What follows belongs to an exercise in optimizing a design on an open flow for small area, a short achievable clock period and few clock cycles; a production flow would make more cautious choices.
Where RTL was checked, it was by simulation tests only, not by an equivalence proof against the original.

// piecewise_linear_pixel_map_top
module piecewise_linear_pixel_map_top (
	input  logic             clk,
	input  logic             arst_n,
	input  logic             s_tvalid,
	output logic             s_tready,
	input  logic [7:0]       s_tdata,     
	output logic             m_tvalid,
	input  logic             m_tready,
	output logic [7:0]       m_tdata,     
	input  logic             cfg_we,
	input  logic [IDX_W-1:0] cfg_addr,
	input  logic [PT_W-1:0]  cfg_wdata
);
Size: ~2200 cells after synthesis, ~480 flip-flops, ~24000 µm² of cells after synthesis.
==> flow/config.mk <==
export PLATFORM = sky130hd
export DESIGN_NAME = piecewise_linear_pixel_map_top
export DESIGN_NICKNAME = piecewise_linear_pixel_map_top
export VERILOG_FILES = /design/flow/design.v
export SDC_FILE = /design/flow/constraint.sdc
export NUM_CORES = 4
export LEC_CHECK = 0
export CAP_MARGIN = 20
export CORE_MARGIN = 2
export CORE_UTILIZATION = 55
export CTS_CLUSTER_DIAMETER = 80
export CTS_CLUSTER_SIZE = 30
export SETUP_SLACK_MARGIN = 5.0
export SLEW_MARGIN = 20
==> flow/constraint.sdc <==
create_clock -name core_clock -period 8.5 [get_ports {clk}]
set_input_delay 1.7000 -clock core_clock [delete_from_list [all_inputs] [get_ports {clk}]]
set_output_delay 1.7000 -clock core_clock [all_outputs]
set_load 0.01 [all_outputs]
run.sh (not shown) runs the stock make flow with config.mk's settings and CLKGATE_MAP_FILE= SYNTH_SCRIPT=/design/flow/synth_recipe.tcl, a recipe that flattens the netlist after the stock synthesis.
Testbench counts at the start, summed over its fixed seeds: cycles 131,360.
Rerun with:
--- a/flow/config.mk
+++ b/flow/config.mk
@@ -10,4 +10,2 @@
 export CORE_UTILIZATION = 55
-export CTS_CLUSTER_DIAMETER = 80
-export CTS_CLUSTER_SIZE = 30
 export SETUP_SLACK_MARGIN = 5.0
Result: Sequential share of layout area drops by 0.92 points; design area came out higher by 2.2%; non-clock buffer count decreases by 7; synthesized cell count stays the same; global-route usage rose by 0.64 points.
Rerun with:
--- a/flow/config.mk
+++ b/flow/config.mk
@@ -9,3 +9,5 @@
 export CORE_MARGIN = 2
-export CORE_UTILIZATION = 55
+export CORE_UTILIZATION = 68
+export CTS_CLUSTER_DIAMETER = 100
+export CTS_CLUSTER_SIZE = 20
 export SETUP_SLACK_MARGIN = 5.0
=> The changed run finished clean; wire length hardly moves; synthesized cell count stays the same.
Rerun with:
--- a/flow/config.mk
+++ b/flow/config.mk
@@ -9,3 +9,3 @@
 export CORE_MARGIN = 2
-export CORE_UTILIZATION = 68
+export CORE_UTILIZATION = 55
 export CTS_CLUSTER_DIAMETER = 100
=>
- hold slack hardly moves
- final area barely changes
- core utilization fell by 15 points
- non-clock buffer count fell by 7
- count of clock-buffer cells in the layout fell by 1
- via count fell by 3.2%
Rerun with:
--- a/flow/config.mk
+++ b/flow/config.mk
@@ -12,3 +12,3 @@
 export CTS_CLUSTER_SIZE = 20
-export SETUP_SLACK_MARGIN = 5.0
+export SETUP_SLACK_MARGIN = 4.5
 export SLEW_MARGIN = 20
Effect: Synthesized area stays the same; clock skew drops by 0.0057 ns; non-clock buffer count came out lower by 22.
Rerun with:
--- a/flow/config.mk
+++ b/flow/config.mk
@@ -10,5 +10,5 @@
 export CORE_UTILIZATION = 55
-export CTS_CLUSTER_DIAMETER = 100
+export CTS_CLUSTER_DIAMETER = 200
 export CTS_CLUSTER_SIZE = 20
-export SETUP_SLACK_MARGIN = 4.5
+export SETUP_SLACK_MARGIN = 5.0
 export SLEW_MARGIN = 20
Wire length goes up by a few percent. Clock-buffer cell count stays the same. Area after synthesis is unchanged. Design area goes up by a few percent. Utilization goes up by 2.0 points. Setup slack gains 0.34 ns. Hold slack loses 0.0067 ns.


== sierra ==
piecewise_linear_pixel_map_top, a different RTL version from the one above (not shown whole).
Size: ~2300 cells after synthesis, about 430 flip-flops, ~24000 um^2 of cells after synthesis.
make LEC_CHECK=0 CAP_MARGIN=20 CORE_MARGIN=2 CORE_UTILIZATION=60 CTS_CLUSTER_DIAMETER=90 CTS_CLUSTER_SIZE=24 SETUP_SLACK_MARGIN=4.8 SLEW_MARGIN=20 finish   # period 8.5 ns
The flow did not stop early for sierra: all stages ran, and the layout cleared the timing, DRC and antenna checks.
What violet does differently from sierra at the input level:
-- flow/config.mk --
<<< sierra, line 10
export CORE_UTILIZATION = 60
export CTS_CLUSTER_DIAMETER = 90
export CTS_CLUSTER_SIZE = 24
>>> violet, line 10
export CORE_UTILIZATION = 50
export CTS_CLUSTER_DIAMETER = 100
export CTS_CLUSTER_SIZE = 20
export PLACE_DENSITY = 0.7
No stage failed in violet, and the final checks on the layout all came back clean.
sierra has lower final instance area than violet.
The number of post-CTS setup repair buffers number comes out higher for sierra vs violet.
The worst setup path startpoint comes out s_tdata[0] in one run and u_dp.sel2_q[1] in the other, namely in sierra and violet respectively.
For the register clock-pin slew on the reported worst setup and hold paths, violet came in 20 ps lower than sierra did.
No functional check of the RTL was part of any run of this note.


piecewise_linear_pixel_map_top again, from the RTL that the note above started with.
make LEC_CHECK=0 CAP_MARGIN=20 CORE_MARGIN=2 CORE_UTILIZATION=55 CTS_CLUSTER_DIAMETER=100 CTS_CLUSTER_SIZE=20 SETUP_SLACK_MARGIN=4.8 SLEW_MARGIN=20 finish   # period 8.5 ns
Rerun with:
SETUP_SLACK_MARGIN = 4.9   (was 4.8)
After rerunning: First-iteration DRC count drops by 1.1%; area after synthesis stays the same; cell area climbs by 0.62%; count of clock-buffer cells in the layout drops by 1; maximum frequency climbs by 1.5%; worst hold slack is about the same; routed wire length climbs by 2.7%; utilization climbs by 0.38 points.
No run of this note included a check of the RTL's function; only the layout flow was run.

-- static timing again, ports no longer ideal --
Ports are ideal in the flow. The routed layouts listed here were re-timed in OpenROAD.
Step 1 assumes that a clkbuf_16 drives the clock port and a buf_2 every other input.
Step 2 times the ports against the registers' clock, not the clock port: input delays grow and output delays shrink by t, the midpoint of the rising clock arrivals with the driver on.
Slacks: no drivers / after step 1 / after step 2; pairs: no drivers / after step 1.
run	shift t [ns]	slack for setup (ns)	worst hold slack (ns)
the first run of note 1	0.636	4.908 / 4.908 / 4.316	0.328 / 0.328 / 0.328
the second run of note 1	0.635	4.895 / 4.895 / 4.268	0.320 / 0.320 / 0.320
the third run of note 1	0.627	4.723 / 4.730 / 4.103	0.325 / 0.325 / 0.325
the fourth run of note 1	0.639	4.907 / 4.921 / 4.282	0.327 / 0.327 / 0.327
the fifth run of note 1	0.644	4.533 / 4.575 / 3.931	0.329 / 0.329 / 0.329
the sixth run of note 1	0.643	4.869 / 4.874 / 4.231	0.322 / 0.322 / 0.322
sierra	0.635	4.825 / 4.861 / 4.226	0.321 / 0.321 / 0.321
violet	0.634	4.807 / 4.807 / 4.325	0.301 / 0.301 / 0.301
the first run of note 3	0.631	4.840 / 4.840 / 4.314	0.301 / 0.301 / 0.301
the second run of note 3	0.637	4.894 / 4.894 / 4.466	0.302 / 0.302 / 0.302
After both steps every run listed still meets setup and hold. The setup slack of the sixth run of note 1, which loses most, moves by +0.005 ns with the drivers and by -0.638 ns with both steps.
